Source: an optimization exercise on an open RTL-to-GDS flow (aim: small area, a short achievable clock period and few clock cycles per item). Production flows keep margins and buffers that such runs may drop.
The RTL was checked by simulation tests, not by an equivalence proof against the original design.
The clock port is modelled as an ideal driver; clocking choices that lean on that would not hold on a real chip.
Power is estimated from default activity; no workload was simulated.

`flow/place_ram.tcl`:
```
# Structured placement of the RAM: one row per word, one slot per bit.
# Reads and rewrites the floorplan database given in $::env(FP_ODB).
read_db $::env(FP_ODB)
set block [ord::get_db_block]
set SLOT  [expr {[info exists ::env(RAM_SLOT)] ? $::env(RAM_SLOT) : 36}]
set SPINE [expr {[info exists ::env(RAM_SPINE)] ? $::env(RAM_SPINE) : 60}]
set ROW0  [expr {[info exists ::env(RAM_ROW0)] ? $::env(RAM_ROW0) : 18}]
set X0    [expr {[info exists ::env(RAM_X0)] ? $::env(RAM_X0) : 20}]
# Rows per group of three words (3 = no spare row)
set GROWS [expr {[info exists ::env(RAM_GROWS)] ? $::env(RAM_GROWS) : 3}]

# Rows, bottom to top
set rows {}
foreach row [$block getRows] { lappend rows [list [lindex [$row getOrigin] 1] $row] }
set rows [lsort -integer -index 0 $rows]
set nrows [llength $rows]
set r0 [lindex $rows 0 1]
set sitew [[$r0 getSite] getWidth]
set rowx0 [lindex [$r0 getOrigin] 0]
set nsites [$r0 getSiteCount]
set rowy {}
for {set i 0} {$i < $nrows} {incr i} { dict set rowidx [lindex $rows $i 0] $i }

# Tap sites per row
foreach inst [$block getInsts] {
  if {[string match "*tapvpwrvgnd*" [[$inst getMaster] getName]]} {
    lassign [$inst getLocation] x y
    set r [dict get $rowidx $y]
    dict lappend taps $r [expr {($x - $rowx0) / $sitew}]
  }
}

proc slot_x {j} {
  global X0 SLOT SPINE
  if {$j < 16} { return [expr {$X0 + $j * $SLOT}] }
  return [expr {$X0 + $j * $SLOT + $SPINE}]
}

# Flops
set flop_of [dict create]
set cells [dict create]
foreach inst [$block getInsts] {
  set n [$inst getName]
  regsub -all {\\} $n {} nn
  if {[regexp {^u_ram\.mem\[(\d+)\]\[(\d+)\]} $nn -> w j]} {
    dict set flop_of [$inst getId] [list $w $j]
    dict lappend cells [expr {$ROW0 + ($w / 3) * $GROWS + $w % 3}] [list [slot_x $j] $inst]
  }
}
puts "flops: [dict size $flop_of]"

# a222oi next to the flops they read, in the middle row of the three
set naoi 0
foreach inst [$block getInsts] {
  if {[[$inst getMaster] getName] ne "sky130_fd_sc_hd__a222oi_1"} continue
  set it [$inst findITerm A1]
  set net [$it getNet]
  set drv ""
  foreach it2 [$net getITerms] { if {[$it2 isOutputSignal]} { set drv [$it2 getInst] } }
  if {$drv eq "" || ![dict exists $flop_of [$drv getId]]} continue
  lassign [dict get $flop_of [$drv getId]] w j
  set g [expr {$w / 3}]
  set r [expr {$ROW0 + $GROWS * $g + 1}]
  dict lappend cells $r [list [expr {[slot_x $j] + 24}] $inst]
  incr naoi
}
puts "aoi: $naoi"

# Pack each row left to right around the taps. Cells of one bit slot go
# together, in the order that ends leftmost.
proc fit {x w tl} {
  set moved 1
  while {$moved} {
    set moved 0
    foreach t $tl { if {$t >= $x && $t < $x + $w} { set x [expr {$t + 1}]; set moved 1 } }
  }
  return $x
}
proc pack {order cur tl sitew} {
  set out {}
  foreach c $order {
    lassign $c tx inst
    set w [expr {[[$inst getMaster] getWidth] / $sitew}]
    set x [fit [expr {max($tx, $cur)}] $w $tl]
    lappend out [list $x $inst]
    set cur [expr {$x + $w}]
  }
  return [list $cur $out]
}
set maxx 0
foreach r [dict keys $cells] {
  set row [lindex $rows $r 1]
  set y [lindex $rows $r 0]
  set orient [$row getOrient]
  set tl [expr {[dict exists $taps $r] ? [lsort -integer [dict get $taps $r]] : {}}]
  # group by slot start (flop target)
  set slots [dict create]
  foreach c [dict get $cells $r] {
    lassign $c tx inst
    set key [expr {[string match "*a222oi*" [[$inst getMaster] getName]] ? $tx - 24 : $tx}]
    dict lappend slots $key $c
  }
  set cur 0
  foreach key [lsort -integer [dict keys $slots]] {
    set cs [dict get $slots $key]
    set best ""
    foreach order [list $cs [lreverse $cs]] {
      # every cell aims at the slot start
      set o {}
      foreach c $order { lappend o [list $key [lindex $c 1]] }
      set res [pack $o $cur $tl $sitew]
      if {$best eq "" || [lindex $res 0] < [lindex $best 0]} { set best $res }
    }
    foreach c [lindex $best 1] {
      lassign $c x inst
      $inst setOrient $orient
      $inst setLocation [expr {$rowx0 + $x * $sitew}] $y
      $inst setPlacementStatus FIRM
    }
    set cur [lindex $best 0]
    if {$cur > $nsites} { error "row $r overflows" }
    if {$cur > $maxx} { set maxx $cur }
  }
}
puts "rows used: [dict size $cells], widest: $maxx of $nsites sites, $nrows rows"
write_db $::env(FP_ODB)
```
`constraint.sdc`:
```
create_clock -name core_clock -period 10.0 [get_ports {i_clk}]
set_input_delay 2.0000 -clock core_clock [delete_from_list [all_inputs] [get_ports {i_clk}]]
set_output_delay 2.0000 -clock core_clock [all_outputs]
set_load 0.01 [all_outputs]
```
`flow/opt.tcl`:
```
# Extra setup repair on a placed design, free to change cell footprints
# (so port buffers and other cells can take any size), then legalize.
source $::env(SCRIPTS_DIR)/load.tcl
load_design $::env(OPT_STAGE).odb $::env(OPT_STAGE).sdc
set_dont_use $::env(DONT_USE_CELLS)
estimate_parasitics -placement
report_worst_slack
repair_timing -setup -setup_margin $::env(OPT_MARGIN) -repair_tns 100 -verbose
detailed_placement
check_placement -verbose
estimate_parasitics -placement
report_worst_slack
report_design_area
orfs_write_db $::env(RESULTS_DIR)/$::env(OPT_STAGE).odb
```
`flow/run.sh`:
```
#!/bin/bash
# Standard synthesis and floorplan; the RAM's flip-flops and first read gates
# placed as a regular array (one row per word, one column per bit); standard
# placement, CTS and routing, with an extra setup repair after placement and
# after CTS. Each step's output goes to its own log here.
set -euo pipefail
export RAM_SLOT=40 RAM_GROWS=4
R=orfs/results/sky130hd/mem_stage_top/base
bash standard.sh synth floorplan > 1_synth_floorplan.log 2>&1
FP_ODB=$R/2_floorplan.odb openroad -no_init -exit flow/place_ram.tcl > 2_place_ram.log 2>&1
bash standard.sh place > 3_place.log 2>&1
bash standard.sh run RUN_SCRIPT=$PWD/flow/opt.tcl RUN_LOG_NAME_STEM=opt_place \
  OPT_STAGE=3_place OPT_MARGIN=3.0 > 4_opt_place.log 2>&1
# CTS as the standard flow runs it, without dummy loads
bash standard.sh cts "CTS_ARGS=-sink_clustering_enable -repair_clock_nets -sink_clustering_size 30 -sink_clustering_max_diameter 60 -dont_use_dummy_load" > 5_cts.log 2>&1
bash standard.sh run RUN_SCRIPT=$PWD/flow/opt.tcl RUN_LOG_NAME_STEM=opt_cts \
  OPT_STAGE=4_cts OPT_MARGIN=3.0 > 6_opt_cts.log 2>&1
bash standard.sh > 7_finish.log 2>&1
```
`design.v`:
```
`timescale 1ns/1ns
package mem_bus_pkg;
    typedef struct packed {
        logic                   cyc;
        logic                   stb;
        logic                   we;
        logic [4-1:0]  sel;
        logic [32-1:0] addr;
        logic [32-1:0] data;
    } bus_req_t;
    typedef struct packed {
        logic                   ack;
        logic                   err;
        logic [32-1:0] data;
    } bus_rsp_t;
    typedef logic [0:0] master_idx_t;
endpackage
`timescale 1ns/1ns
package mem_access_pkg;
    typedef enum logic [1:0] {
        SIZE_BYTE = 2'b00,
        SIZE_HALF = 2'b01,
        SIZE_WORD = 2'b10
    } access_size_e;
    typedef struct packed {
        logic                   we;
        access_size_e           size;
        logic                   is_unsigned;
        logic [32-1:0] addr;
        logic [32-1:0] wdata;
    } cpu_req_t;
endpackage
`timescale 1ns/1ns
module data_bus_master (
    input  logic [1:0]                   i_size,
    input  logic                         i_unsigned,
    input  logic [1:0]                   i_off,
    input  logic [32-1:0]       i_wdata,
    output logic [4-1:0]        o_sel,
    output logic [32-1:0]       o_wdata,
    input  logic [21:0][32-1:0] i_part,
    input  logic                         i_c_gpio,
    input  logic [32-1:0]       i_c_gval,
    input  logic                         i_d_gpio,
    input  logic [32-1:0]       i_d_gval,
    output logic [32-1:0]       o_cpu_rdata,
    output logic [32-1:0]       o_dma_rdata
);
    logic [7:0][32-1:0]  grp_n;
    logic [1:0][32-1:0]  half_w;
    logic                   byte_sz, half_sz, word_sz;
    logic [3:0]             lsel, lsel_r, ssel, ssel_r;
    logic                   h_lo, h_hi, h_lo_r, h_hi_r, word_r;
    logic [32-1:0] gal;
    logic                   gsign;
    logic [7:2]             sign;
    always_comb begin
        case (i_size)
            2'd0:    o_sel = 4'b0001 << i_off;
            2'd1:    o_sel = i_off[1] ? 4'b1100 : 4'b0011;
            default: o_sel = 4'b1111;
        endcase
    end
    assign o_wdata[7:0]   = i_wdata[7:0];
    assign o_wdata[15:8]  = (i_size == 2'd0) ? i_wdata[7:0] : i_wdata[15:8];
    assign o_wdata[23:16] = i_size[1] ? i_wdata[23:16] : i_wdata[7:0];
    assign o_wdata[31:24] = (i_size == 2'd0) ? i_wdata[7:0] :
                            (i_size == 2'd1) ? i_wdata[15:8] : i_wdata[31:24];
    for (genvar m = 0; m < 6; m++) begin : g_tri
        rd_nor3 u_nor (
            .i_a (i_part[3*m]),
            .i_b (i_part[3*m+1]),
            .i_c (i_part[3*m+2]),
            .o_y (grp_n[m])
        );
    end
    for (genvar m = 0; m < 2; m++) begin : g_duo
        rd_nor2 u_nor (
            .i_a (i_part[18+2*m]),
            .i_b (i_part[19+2*m]),
            .o_y (grp_n[6+m])
        );
    end
    for (genvar q = 0; q < 2; q++) begin : g_half
        rd_nand4 u_nand (
            .i_a (grp_n[4*q]),
            .i_b (grp_n[4*q+1]),
            .i_c (grp_n[4*q+2]),
            .i_d (grp_n[4*q+3]),
            .o_y (half_w[q])
        );
    end
    assign byte_sz = i_size == 2'd0;
    assign half_sz = i_size == 2'd1;
    assign word_sz = i_size[1];
    assign lsel[0] = word_sz || (half_sz && !i_off[1]) || (byte_sz && i_off == 2'd0);
    assign lsel[1] = byte_sz && i_off == 2'd1;
    assign lsel[2] = (half_sz && i_off[1]) || (byte_sz && i_off == 2'd2);
    assign lsel[3] = byte_sz && i_off == 2'd3;
    assign h_lo    = word_sz || (half_sz && !i_off[1]);
    assign h_hi    = half_sz && i_off[1];
    assign ssel[0] = !i_unsigned && byte_sz && i_off == 2'd0;
    assign ssel[1] = !i_unsigned && ((byte_sz && i_off == 2'd1) || (half_sz && !i_off[1]));
    assign ssel[2] = !i_unsigned && byte_sz && i_off == 2'd2;
    assign ssel[3] = !i_unsigned && ((byte_sz && i_off == 2'd3) || (half_sz && i_off[1]));
    assign lsel_r = lsel & {4{!i_c_gpio}};
    assign ssel_r = ssel & {4{!i_c_gpio}};
    assign h_lo_r = h_lo && !i_c_gpio;
    assign h_hi_r = h_hi && !i_c_gpio;
    assign word_r = word_sz && !i_c_gpio;
    assign gsign = i_c_gpio && ((ssel[0] && i_c_gval[7]) || (ssel[1] && i_c_gval[15]) ||
                                (ssel[2] && i_c_gval[23]) || (ssel[3] && i_c_gval[31]));
    always_comb begin
        gal = '0;
        if (i_c_gpio) begin
            gal[7:0]   = ({8{lsel[0]}} & i_c_gval[7:0])   | ({8{lsel[1]}} & i_c_gval[15:8]) |
                         ({8{lsel[2]}} & i_c_gval[23:16]) | ({8{lsel[3]}} & i_c_gval[31:24]);
            gal[15:8]  = ({8{h_lo}} & i_c_gval[15:8]) | ({8{h_hi}} & i_c_gval[31:24]) |
                         {8{byte_sz && gsign}};
            gal[31:16] = ({16{word_sz}} & i_c_gval[31:16]) | {16{!word_sz && gsign}};
        end
    end
    for (genvar y = 2; y < 8; y++) begin : g_sign
        rd_sign u_sign (
            .i_ssel (ssel_r),
            .i_q0   ({half_w[0][31], half_w[0][23], half_w[0][15], half_w[0][7]}),
            .i_q1   ({half_w[1][31], half_w[1][23], half_w[1][15], half_w[1][7]}),
            .o_sign (sign[y])
        );
    end
    for (genvar j = 0; j < 8; j++) begin : g_b0
        rd_out_lo u_out (
            .i_sel (lsel_r),
            .i_q0  ({half_w[0][24+j], half_w[0][16+j], half_w[0][8+j], half_w[0][j]}),
            .i_q1  ({half_w[1][24+j], half_w[1][16+j], half_w[1][8+j], half_w[1][j]}),
            .i_e   (gal[j]),
            .o_y   (o_cpu_rdata[j])
        );
    end
    for (genvar j = 8; j < 16; j++) begin : g_b1
        rd_out_mid u_out (
            .i_sel  ({h_hi_r, h_lo_r}),
            .i_q0   ({half_w[0][16+j], half_w[0][j]}),
            .i_q1   ({half_w[1][16+j], half_w[1][j]}),
            .i_ext  (byte_sz),
            .i_sign (sign[j / 4]),
            .i_e    (gal[j]),
            .o_y    (o_cpu_rdata[j])
        );
    end
    for (genvar j = 16; j < 32; j++) begin : g_b23
        rd_out_hi u_out (
            .i_sel  (word_r),
            .i_q0   (half_w[0][j]),
            .i_q1   (half_w[1][j]),
            .i_ext  (!word_sz),
            .i_sign (sign[j / 4]),
            .i_e    (gal[j]),
            .o_y    (o_cpu_rdata[j])
        );
    end
    assign o_dma_rdata = ({32{!i_d_gpio}} & (half_w[0] | half_w[1])) |
                         ({32{i_d_gpio}} & i_d_gval);
endmodule
module rd_nor2 (
    input  logic [32-1:0] i_a,
    input  logic [32-1:0] i_b,
    output logic [32-1:0] o_y
);
    assign o_y = ~(i_a | i_b);
endmodule
module rd_nand4 (
    input  logic [32-1:0] i_a,
    input  logic [32-1:0] i_b,
    input  logic [32-1:0] i_c,
    input  logic [32-1:0] i_d,
    output logic [32-1:0] o_y
);
    assign o_y = ~(i_a & i_b & i_c & i_d);
endmodule
module rd_nor3 (
    input  logic [32-1:0] i_a,
    input  logic [32-1:0] i_b,
    input  logic [32-1:0] i_c,
    output logic [32-1:0] o_y
);
    assign o_y = ~(i_a | i_b | i_c);
endmodule
module rd_sign (
    input  logic [3:0] i_ssel,
    input  logic [3:0] i_q0,
    input  logic [3:0] i_q1,
    output logic       o_sign
);
    assign o_sign = |(i_ssel & (i_q0 | i_q1));
endmodule
module rd_out_lo (
    input  logic [3:0] i_sel,
    input  logic [3:0] i_q0,
    input  logic [3:0] i_q1,
    input  logic       i_e,
    output logic       o_y
);
    assign o_y = (|(i_sel & (i_q0 | i_q1))) | i_e;
endmodule
module rd_out_mid (
    input  logic [1:0] i_sel,
    input  logic [1:0] i_q0,
    input  logic [1:0] i_q1,
    input  logic       i_ext,
    input  logic       i_sign,
    input  logic       i_e,
    output logic       o_y
);
    assign o_y = (|(i_sel & (i_q0 | i_q1))) | (i_ext & i_sign) | i_e;
endmodule
module rd_out_hi (
    input  logic i_sel,
    input  logic i_q0,
    input  logic i_q1,
    input  logic i_ext,
    input  logic i_sign,
    input  logic i_e,
    output logic o_y
);
    assign o_y = (i_sel & (i_q0 | i_q1)) | (i_ext & i_sign) | i_e;
endmodule
`timescale 1ns/1ns
module bus_arbiter (
    input  logic       i_clk,
    input  logic       i_rst_n,
    input  logic       i_c_req,
    input  logic       i_c_we,
    input  logic       i_c_ram,
    input  logic       i_c_gpio,
    input  logic       i_c_bad,
    input  logic       i_c_bank,
    input  logic       i_c_ain,
    input  logic       i_d_req,
    input  logic       i_d_we,
    input  logic       i_d_ram,
    input  logic       i_d_gpio,
    input  logic       i_d_bad,
    input  logic       i_d_bank,
    input  logic       i_d_ain,
    output logic       o_rd_cpu,
    output logic       o_urg_rd,
    output logic [1:0] o_wb_cpu,
    output logic [1:0] o_wb_dma,
    output logic       o_gw_cpu,
    output logic       o_gw_dma,
    output logic       o_c_ack,
    output logic       o_c_err,
    output logic       o_d_ack,
    output logic       o_d_err
);
    localparam logic [3:0] URGENT = 4'd15;
    logic [3:0] wait_q;
    logic       urg_rd_q;
    logic       urg_wr_q;
    logic       urg_gw_q;
    logic c_rd, c_wr, c_gw;
    logic d_rd, d_wr, d_gw;
    logic c_wr_ok, c_gw_ok;
    logic d_done;
    assign c_rd = i_c_req && !i_c_we && i_c_ram;
    assign c_wr = i_c_req && i_c_we && i_c_ram;
    assign c_gw = i_c_req && i_c_we && i_c_gpio && !i_c_ain;
    assign d_rd = i_d_req && !i_d_we && i_d_ram;
    assign d_wr = i_d_req && i_d_we && i_d_ram;
    assign d_gw = i_d_req && i_d_we && i_d_gpio && !i_d_ain;
    assign o_rd_cpu = i_c_req && !i_c_we && !urg_rd_q;
    assign o_urg_rd = urg_rd_q;
    assign c_wr_ok  = c_wr && !(urg_wr_q && i_c_bank == i_d_bank);
    assign c_gw_ok  = c_gw && !urg_gw_q;
    assign o_wb_cpu[0] = c_wr_ok && !i_c_bank;
    assign o_wb_cpu[1] = c_wr_ok && i_c_bank;
    assign o_wb_dma[0] = d_wr && !i_d_bank && !o_wb_cpu[0];
    assign o_wb_dma[1] = d_wr && i_d_bank && !o_wb_cpu[1];
    assign o_gw_cpu    = c_gw_ok;
    assign o_gw_dma    = d_gw && !c_gw_ok;
    assign o_c_err = i_c_req && i_c_bad;
    assign o_c_ack = (c_rd && !urg_rd_q) || c_wr_ok || c_gw_ok
                  || (i_c_req && !i_c_we && i_c_gpio);
    assign o_d_err = i_d_req && i_d_bad;
    assign o_d_ack = (d_rd && !o_rd_cpu) || (|o_wb_dma) || o_gw_dma
                  || (i_d_req && !i_d_we && i_d_gpio);
    assign d_done = o_d_ack || o_d_err;
    always_ff @(posedge i_clk) begin
        if (!i_rst_n || !i_d_req || d_done) begin
            wait_q   <= '0;
            urg_rd_q <= 1'b0;
            urg_wr_q <= 1'b0;
            urg_gw_q <= 1'b0;
        end else if (wait_q != URGENT) begin
            wait_q   <= wait_q + 4'd1;
            urg_rd_q <= (wait_q == URGENT - 4'd1) && d_rd;
            urg_wr_q <= (wait_q == URGENT - 4'd1) && d_wr;
            urg_gw_q <= (wait_q == URGENT - 4'd1) && d_gw;
        end
    end
endmodule
`timescale 1ns/1ns
module bus_decoder (
    input  logic [32-1:0] i_addr,
    input  logic                   i_we,
    output logic                   o_ram,
    output logic                   o_gpio,
    output logic                   o_bad
);
    localparam int RAM_AW  = $clog2(1024);
    localparam int GPIO_AW = $clog2(8);
    localparam logic [32-1:0] RAM_BASE_A  = 32'h1000_0000;
    localparam logic [32-1:0] GPIO_BASE_A = 32'hFFFF_FFF8;
    assign o_ram  = i_addr[32-1:RAM_AW] == RAM_BASE_A[32-1:RAM_AW];
    assign o_gpio = i_addr[32-1:GPIO_AW] == GPIO_BASE_A[32-1:GPIO_AW];
    assign o_bad  = !(o_ram || o_gpio) || (o_gpio && i_we && i_addr[2]);
endmodule
`timescale 1ns/1ns
module data_ram (
    input  logic                       i_clk,
    input  logic [255:0]               i_rsel_lo,
    input  logic [255:0]               i_rsel_hi,
    output logic [21:0][32-1:0] o_part,
    input  logic [1:0][6:0]            i_waddr,
    input  logic [1:0][4-1:0] i_wsel,
    input  logic [1:0][32-1:0] i_wdata
);
    localparam int WORDS  = 1024 / 4;
    localparam int GROUPS = (WORDS + 2) / 3;
    logic [32-1:0] mem [WORDS];
    logic [32-1:0] grp_n [GROUPS];
    logic [1:0][127:0]      wdec_n;
    logic [1:0][3:0]        wsel_n;
    for (genvar b = 0; b < 2; b++) begin : g_wdec
        for (genvar i = 0; i < 128; i++) begin : g_row
            assign wdec_n[b][i] = i_waddr[b] != 7'(i);
        end
        assign wsel_n[b] = ~i_wsel[b];
    end
    for (genvar w = 0; w < WORDS; w++) begin : g_word
        logic [4-1:0] en;
        ram_we u_we (
            .i_row_n  (wdec_n[w / 128][w % 128]),
            .i_lane_n (wsel_n[w / 128]),
            .o_en     (en)
        );
        for (genvar l = 0; l < 4; l++) begin : g_lane
            always_ff @(posedge i_clk) begin
                if (en[l]) begin
                    mem[w][8*l +: 8] <= i_wdata[w / 128][8*l +: 8];
                end
            end
        end
    end
    for (genvar g = 0; g < GROUPS; g++) begin : g_grp
        if (3*g + 2 < WORDS) begin : g_full
            ram_rd_aoi3 u_aoi (
                .i_sel_lo (i_rsel_lo[3*g +: 3]),
                .i_sel_hi (i_rsel_hi[3*g +: 3]),
                .i_d0   (mem[3*g]),
                .i_d1   (mem[3*g+1]),
                .i_d2   (mem[3*g+2]),
                .o_y_n  (grp_n[g])
            );
        end else begin : g_one
            assign grp_n[g] = ~({{16{i_rsel_hi[3*g]}}, {16{i_rsel_lo[3*g]}}} & mem[3*g]);
        end
    end
    for (genvar k = 0; k < 22; k++) begin : g_part
        if (4*k + 3 < GROUPS) begin : g_full
            ram_nand4 u_nand (
                .i_a (grp_n[4*k]),
                .i_b (grp_n[4*k+1]),
                .i_c (grp_n[4*k+2]),
                .i_d (grp_n[4*k+3]),
                .o_y (o_part[k])
            );
        end else begin : g_two
            assign o_part[k] = ~(grp_n[4*k] & grp_n[4*k+1]);
        end
    end
endmodule
module ram_we (
    input  logic                  i_row_n,
    input  logic [4-1:0] i_lane_n,
    output logic [4-1:0] o_en
);
    assign o_en = ~({4{i_row_n}} | i_lane_n);
endmodule
module ram_rd_aoi3 (
    input  logic [2:0]             i_sel_lo,
    input  logic [2:0]             i_sel_hi,
    input  logic [32-1:0] i_d0,
    input  logic [32-1:0] i_d1,
    input  logic [32-1:0] i_d2,
    output logic [32-1:0] o_y_n
);
    assign o_y_n = ~(({{16{i_sel_hi[0]}}, {16{i_sel_lo[0]}}} & i_d0) |
                     ({{16{i_sel_hi[1]}}, {16{i_sel_lo[1]}}} & i_d1) |
                     ({{16{i_sel_hi[2]}}, {16{i_sel_lo[2]}}} & i_d2));
endmodule
module ram_nand4 (
    input  logic [32-1:0] i_a,
    input  logic [32-1:0] i_b,
    input  logic [32-1:0] i_c,
    input  logic [32-1:0] i_d,
    output logic [32-1:0] o_y
);
    assign o_y = ~(i_a & i_b & i_c & i_d);
endmodule
module ram_sel (
    input  logic [15:0]  i_c_hi,
    input  logic [15:0]  i_c_lo,
    input  logic [15:0]  i_d_hi,
    input  logic [15:0]  i_d_lo,
    output logic [255:0] o_sel
);
    for (genvar w = 0; w < 256; w++) begin : g_w
        assign o_sel[w] = (i_c_hi[w / 16] & i_c_lo[w % 16]) | (i_d_hi[w / 16] & i_d_lo[w % 16]);
    end
endmodule
`timescale 1ns/1ns
module gpio_regs (
    input  logic                   i_clk,
    input  logic                   i_rst_n,
    input  logic                   i_cpu_we,
    input  logic [4-1:0]  i_cpu_sel,
    input  logic [32-1:0] i_cpu_wdata,
    input  logic                   i_dma_we,
    input  logic [4-1:0]  i_dma_sel,
    input  logic [32-1:0] i_dma_wdata,
    output logic [32-1:0]     o_gpio
);
    logic [32-1:0] out_q;
    always_ff @(posedge i_clk) begin
        if (!i_rst_n) begin
            out_q <= '0;
        end else begin
            for (int i = 0; i < 4; i++) begin
                if (i_cpu_we && i_cpu_sel[i]) begin
                    out_q[8*i +: 8] <= i_cpu_wdata[8*i +: 8];
                end else if (i_dma_we && i_dma_sel[i]) begin
                    out_q[8*i +: 8] <= i_dma_wdata[8*i +: 8];
                end
            end
        end
    end
    assign o_gpio = out_q;
endmodule
`timescale 1ns/1ns
module mem_stage_top (
    input  logic                     i_clk,
    input  logic                     i_rst_n,
    input  logic                     i_cpu_req,
    input  logic                     i_cpu_we,
    input  logic [1:0]               i_cpu_size,
    input  logic                     i_cpu_unsigned,
    input  logic [32-1:0]   i_cpu_addr,
    input  logic [32-1:0]   i_cpu_wdata,
    output logic                     o_cpu_ack,
    output logic                     o_cpu_err,
    output logic [32-1:0]   o_cpu_rdata,
    input  logic                     i_dma_cyc,
    input  logic                     i_dma_stb,
    input  logic                     i_dma_we,
    input  logic [4-1:0]    i_dma_sel,
    input  logic [32-1:0]   i_dma_addr,
    input  logic [32-1:0]   i_dma_data,
    output logic                     o_dma_ack,
    output logic                     o_dma_err,
    output logic [32-1:0]   o_dma_data,
    input  logic [32-1:0]       i_gpio,
    output logic [32-1:0]       o_gpio
);
    logic                   d_req;
    logic                   c_ram, c_gpio, c_bad;
    logic                   d_ram, d_gpio, d_bad;
    logic [4-1:0]  c_sel;
    logic [32-1:0] c_wdata;
    logic                   rd_cpu;
    logic                   urg_rd;
    logic [1:0]             wb_cpu, wb_dma;
    logic                   gw_cpu, gw_dma;
    logic [15:0]            c_hi, c_lo, d_hi, d_lo;
    logic [255:0]           rsel_lo, rsel_hi;
    logic [21:0][32-1:0] part;
    logic [1:0][6:0]        waddr;
    logic [1:0][4-1:0] wsel;
    logic [1:0][32-1:0] wdata;
    assign d_req = i_dma_cyc && i_dma_stb;
    bus_decoder u_cdec (
        .i_addr (i_cpu_addr),
        .i_we   (i_cpu_we),
        .o_ram  (c_ram),
        .o_gpio (c_gpio),
        .o_bad  (c_bad)
    );
    bus_decoder u_ddec (
        .i_addr (i_dma_addr),
        .i_we   (i_dma_we),
        .o_ram  (d_ram),
        .o_gpio (d_gpio),
        .o_bad  (d_bad)
    );
    data_bus_master u_master (
        .i_size      (i_cpu_size),
        .i_unsigned  (i_cpu_unsigned),
        .i_off       (i_cpu_addr[1:0]),
        .i_wdata     (i_cpu_wdata),
        .o_sel       (c_sel),
        .o_wdata     (c_wdata),
        .i_part      (part),
        .i_c_gpio    (c_gpio),
        .i_c_gval    (i_cpu_addr[2] ? i_gpio : o_gpio),
        .i_d_gpio    (d_gpio),
        .i_d_gval    (i_dma_addr[2] ? i_gpio : o_gpio),
        .o_cpu_rdata (o_cpu_rdata),
        .o_dma_rdata (o_dma_data)
    );
    bus_arbiter u_arb (
        .i_clk    (i_clk),
        .i_rst_n  (i_rst_n),
        .i_c_req  (i_cpu_req),
        .i_c_we   (i_cpu_we),
        .i_c_ram  (c_ram),
        .i_c_gpio (c_gpio),
        .i_c_bad  (c_bad),
        .i_c_bank (i_cpu_addr[9]),
        .i_c_ain  (i_cpu_addr[2]),
        .i_d_req  (d_req),
        .i_d_we   (i_dma_we),
        .i_d_ram  (d_ram),
        .i_d_gpio (d_gpio),
        .i_d_bad  (d_bad),
        .i_d_bank (i_dma_addr[9]),
        .i_d_ain  (i_dma_addr[2]),
        .o_rd_cpu (rd_cpu),
        .o_urg_rd (urg_rd),
        .o_wb_cpu (wb_cpu),
        .o_wb_dma (wb_dma),
        .o_gw_cpu (gw_cpu),
        .o_gw_dma (gw_dma),
        .o_c_ack  (o_cpu_ack),
        .o_c_err  (o_cpu_err),
        .o_d_ack  (o_dma_ack),
        .o_d_err  (o_dma_err)
    );
    for (genvar i = 0; i < 16; i++) begin : g_pre
        assign c_lo[i] = i_cpu_addr[5:2] == 4'(i);
        assign d_lo[i] = i_dma_addr[5:2] == 4'(i);
    end
    rd_pre #(.FOR_DMA(1'b0)) u_cpre (
        .i_req (i_cpu_req),
        .i_we  (i_cpu_we),
        .i_blk (urg_rd),
        .i_a   (i_cpu_addr[9:6]),
        .o_sel (c_hi)
    );
    rd_pre #(.FOR_DMA(1'b1)) u_dpre (
        .i_req (i_cpu_req),
        .i_we  (i_cpu_we),
        .i_blk (urg_rd),
        .i_a   (i_dma_addr[9:6]),
        .o_sel (d_hi)
    );
    ram_sel u_sel_lo (
        .i_c_hi (c_hi),
        .i_c_lo (c_lo),
        .i_d_hi (d_hi),
        .i_d_lo (d_lo),
        .o_sel  (rsel_lo)
    );
    ram_sel u_sel_hi (
        .i_c_hi (c_hi),
        .i_c_lo (c_lo),
        .i_d_hi (d_hi),
        .i_d_lo (d_lo),
        .o_sel  (rsel_hi)
    );
    for (genvar b = 0; b < 2; b++) begin : g_bank
        assign waddr[b] = wb_cpu[b] ? i_cpu_addr[8:2] : i_dma_addr[8:2];
        assign wsel[b]  = wb_cpu[b] ? c_sel : (wb_dma[b] ? i_dma_sel : '0);
        assign wdata[b] = wb_cpu[b] ? c_wdata : i_dma_data;
    end
    data_ram u_ram (
        .i_clk   (i_clk),
        .i_rsel_lo (rsel_lo),
        .i_rsel_hi (rsel_hi),
        .o_part  (part),
        .i_waddr (waddr),
        .i_wsel  (wsel),
        .i_wdata (wdata)
    );
    gpio_regs u_gpio (
        .i_clk       (i_clk),
        .i_rst_n     (i_rst_n),
        .i_cpu_we    (gw_cpu),
        .i_cpu_sel   (c_sel),
        .i_cpu_wdata (c_wdata),
        .i_dma_we    (gw_dma),
        .i_dma_sel   (i_dma_sel),
        .i_dma_wdata (i_dma_data),
        .o_gpio      (o_gpio)
    );
endmodule
module rd_pre #(
    parameter bit FOR_DMA = 1'b0
) (
    input  logic        i_req,
    input  logic        i_we,
    input  logic        i_blk,
    input  logic [3:0]  i_a,
    output logic [15:0] o_sel
);
    logic cpu_has;
    assign cpu_has = i_req && !i_we && !i_blk;
    for (genvar i = 0; i < 16; i++) begin : g_sel
        assign o_sel[i] = (cpu_has ^ FOR_DMA) && i_a == 4'(i);
    end
endmodule
```
`config.mk`:
```
export PLATFORM = sky130hd
export DESIGN_NAME = mem_stage_top
export DESIGN_NICKNAME = mem_stage_top
export VERILOG_FILES = /design/flow/design.v
export SDC_FILE = /design/flow/constraint.sdc
export NUM_CORES = 8
export LEC_CHECK = 0
export ABC_CLOCK_PERIOD_IN_PS = 2000
export CAP_MARGIN = 20
export CORE_AREA = 5 5 640 1012
export CTS_CLUSTER_DIAMETER = 60
export CTS_CLUSTER_SIZE = 30
export DIE_AREA = 0 0 645 1017
export PLACE_DENSITY = 0.7
export SETUP_SLACK_MARGIN = 3.0
export SLEW_MARGIN = 20
export SYNTH_HIERARCHICAL = 1
export SYNTH_MEMORY_MAX_BITS = 16384
```
`standard.sh`:
```
#!/bin/bash
# synth_recipe.tcl (not shown) runs the flow's synth.tcl, then flattens the netlist and writes it again
# the make line also repeats each setting of config.mk as NAME=value (left out here)
make -C /OpenROAD-flow-scripts/flow DESIGN_CONFIG=/design/flow/config.mk WORK_HOME=/design/flow/orfs CLKGATE_MAP_FILE= SYNTH_SCRIPT=/design/flow/synth_recipe.tcl "${@:-finish}"
```
==> metrics.md <==
| Metric | Value |
|---|---|
| Status | `complete, no violations` |
| Vias in the first global route | `157100` |
| Crit path buf inv count | `7` |
| Logic pwr share | `4.6%` |
| Maximum level of the CTS H-tree | `5` |
| Via count | `168500` |
| Largest net degree at the start of global routing | `129` |
| Post-DRT Antenna Nets | `0` |
| Clock power share | `29.4%` |
| Dpl hpwl | `727.8 mm` |
| DR iter-0 viols | `45210` |
| FF-to-FF End | `u_ram.mem[136][22]` |
| Fraction of layout cells with a size suffix above 1 | `18.04%` |
| Initial antenna violation count | `48` |
| DR vias/cell | `6.653` |
| GRT Overall Usage | `28.25%` |
| Die ar. | `656000 um^2` |
| Storage cell area | `246800 um^2` |
| Worst path max stage delay | `about 0.42 ns` |
| Setup TNS | `0 ns` |
| Sw frac | `19.52%` |
| CP required | `8.00 ns` |
| Sequential share of power | `66.0%` |
| Max Slew Vio Count | `0` |
| CP cell instances | `clkbuf_4, or2b_4, nor3_4, buf_8, buf_12, a22o_4, buf_12, buf_6, a222oi_1, nand4_1, nor3_4, nand4_1, buf_6, o21ai_2, nand2_2, buf_12` |
| Final setup skew | `0.06332 ns` |
| Clock Tree Buf Depth | `4` |
| Delay-heaviest family, CP | `simple AND/OR/NAND/NOR gates` |
| Clock latency (worst-skew pair) | `1.05 ns` |
| Hold Violations, Final | `0` |
| Slew @ Worst Pin | `1.321 ns` |
| Synth Cell Area | `305400 um^2` |
| Cell internal pwr | `46.20 mW` |
| Critical path arrival | `a little under 6 ns` |
| Placed Cells | `24440` |
| Pwr/cell area | `between 150 and 200 nW/um^2` |
| Slowest CP cell | `o21ai_2` |
| Initial Utilization | `47.81%` |
| Final Cell Area | `341600 um^2` |
| Cell count after synthesis | `~16000` |
| Maximum vdd drop | `162.3 uV` |
| Routed length per instance | `around 38 um` |
| CTS clk-pin slew, worst paths | `0.08 ns` |
| CP dominant cell by count | `buf_12` |
| CTS tree | `yes` |
| Dpl cell area | `between 300000 and 400000 um^2` |
| RePlAce Congestion | `around 1.1` |
| Area grow syn2layout | `11.83%` |
| Hold Crit Depth | `2` |
| Worst-path fanout max | `8` |
| Net total in the final layout | `17100` |
| Std cell rows | `370` |
| Non-filler cells, final | `approximately 25000` |
| R2R Path Start | `u_arb.urg_wr_q` |
| Clk Tree Root Cell | `clkbuf_16` |
| Achievable clock frequency | `0.1254 GHz` |
| CTS Buf Count | `422` |
| Drt pass-1 iters | `15` |
| GRT overflow | `0` |
| Fill cells | `~48000` |
| Avg Cell Area, Syn | `19.48 um^2` |
| R2R Setup Slk | `slightly above 5 ns` |
| Pwr Total | `57.41 mW` |
| Hold Path Origin | `u_arb.wait_q[3]` |
| Slew HR | `11.58%` |
| Die height | `1.017 mm` |
| First-pass GRT wire length | `1290 mm` |
| Worst Hold Class | `flop to flop` |
| Max-cap violations | `0` |
| Min Hold Slack | `0.5632 ns` |
| I/O pin count | `274` |
| Syn Nets | `15860` |
| Time the worst path needs with I/O delays and setup | `7.974 ns` |
| P_sw | `11.21 mW` |
| Core ar. | `638900 um^2` |
| WS Path Type | `primary input to output port` |
| RSZ-0062 raised after global routing | `true` |
| Length in cells of the worst reg-to-reg path | `6` |
| Multi-input gate area | `56450 um^2` |
| Drt total wl | `roughly 950 mm` |
| Hold EP | `u_arb.wait_q[3]` |
| DRC Markers | `0` |
| Clock Sinks | `8231` |
| Leak | `roughly 110 nW` |
| Synthesis warning total | `14` |
| Crit. End Element | `output port` |
| Final period utilization | `approximately four fifths` |
| CP startpoint kind | `primary input` |
| # setup viols final | `0` |
| Die Wd | `645 um` |
| Port Buffers | `271` |
-- cell type report --
class | count | area share, %
Multi-Input combinational cell | 6524 | 16.53
Sequential cell | 8231 | 72.25
Clock buffer | 422 | 3.092
Tap cell | 8370 | 3.066
Inverter | 31 | 0.03846
Timing Repair Buffer | 1709 | 4.996
Antenna cell | 44 | 0.03224
-- stage by stage --
step / util [%] / setup WS, ns
floorplan: - / 3.181
global placement: 50.11 / 0.01463
detailed placement: 50.14 / -0.03118
CTS: 52.75 / 2.077
global route: 53.45 / 2.095
finish: 53.46 / 2.026
-- power groups by stage --
stage,sequential (mW),combinational [mW],clock [mW]
floorplan,38.7,0.800,0
global placement,38.7,2.20,0
detailed placement,38.7,2.22,0
CTS,37.9,2.41,17.2
global route,37.9,2.75,18.1
finish,37.9,2.67,16.9
-- worst max path at each step --
stage                        startpoint              end  slack [ns]  cells past startpoint
final                     i_dma_addr[6]  o_cpu_rdata[16]        2.03                     16
after floorplan                i_cpu_we  o_cpu_rdata[10]        3.18                     15
after detailed placement       i_cpu_we   o_dma_data[14]       -0.03                     15
after CTS                     i_cpu_req  o_cpu_rdata[24]        2.08                     21
after global routing      i_dma_addr[4]  o_cpu_rdata[16]        2.10                     18
after global placement    i_cpu_addr[1]   o_cpu_rdata[1]        0.01                      8
-- routing by layer --
metal	GRT usage (%)	part of all wire [%]	vias up
li1	-	-	71870
met1	48.89	46	81030
met2	32.11	34	13930
met3	8.871	16	1653
met4	9.784	4.4	50
met5	0.2130	0.13	-
-- timing repair --
| action | CTS | global route |
|---|---|---|
| cloned | 4 | 28 |
| hold buffers | 0 | 0 |
| setup buffers | 55 | 51 |
| resized for setup | 186 | 145 |
| pin swaps | 161 | 213 |
| setup endpoints to repair | 67 | 66 |
-- registers in the layout, indices dropped and copies added, names as in the netlist --
register        count
u_ram.mem        8192
u_gpio.out_q       32
u_arb.wait_q        4
u_arb.urg_gw_q      1
u_arb.urg_rd_q      1
u_arb.urg_wr_q      1
-- tightest hold or removal path, delay by kind of cell, from the launching register on --
family / cells / cell delay [ns]
DFF: 1 / 0.34
buffers and inverters: 1 / 0.10
AOI/OAI and AO/OA: 1 / 0.07
-- cell usage in the layout, fill, tap and decap left out, types with 77 or more instances in the layout --
cell,n
edfxtp_1,8192
a222oi_1,2728
buf_4,1099
nor2_1,1056
nand4_1,760
clkbuf_16,444
nand2_1,388
a22o_4,318
clkdlybuf4s50_1,186
buf_6,177
buf_12,174
a22o_1,161
nor3_2,147
mux2_2,101
nor2_4,78
nor3_4,77
Testbench counts, summed over its fixed seeds: cycles 3,200, items 4,800.

[afterwards: timing with drivers on the ports]
The flow's constraints put no driver on any port. The routed layout listed below was extracted and timed again, unchanged, in two steps. Step 1: set_driving_cell puts a clkbuf_16 on i_clk and a buf_2 on each other input, an assumption about the parent block. Step 2, shift: input delay + t, output delay - t, t = (earliest + latest rising clock arrival at the registers) / 2. This alone moves slack from input paths to output paths. Three values: ideal ports, drivers, drivers and shift; two values: the first two.
t (ns): 1.173
slack for setup (ns): 2.026 / 1.904 / 1.904
worst setup path after step 2: input to output
After both steps setup and hold are still met in this run. For this run, drivers alone change the setup slack by -0.122 ns; drivers and shift together by -0.122 ns.
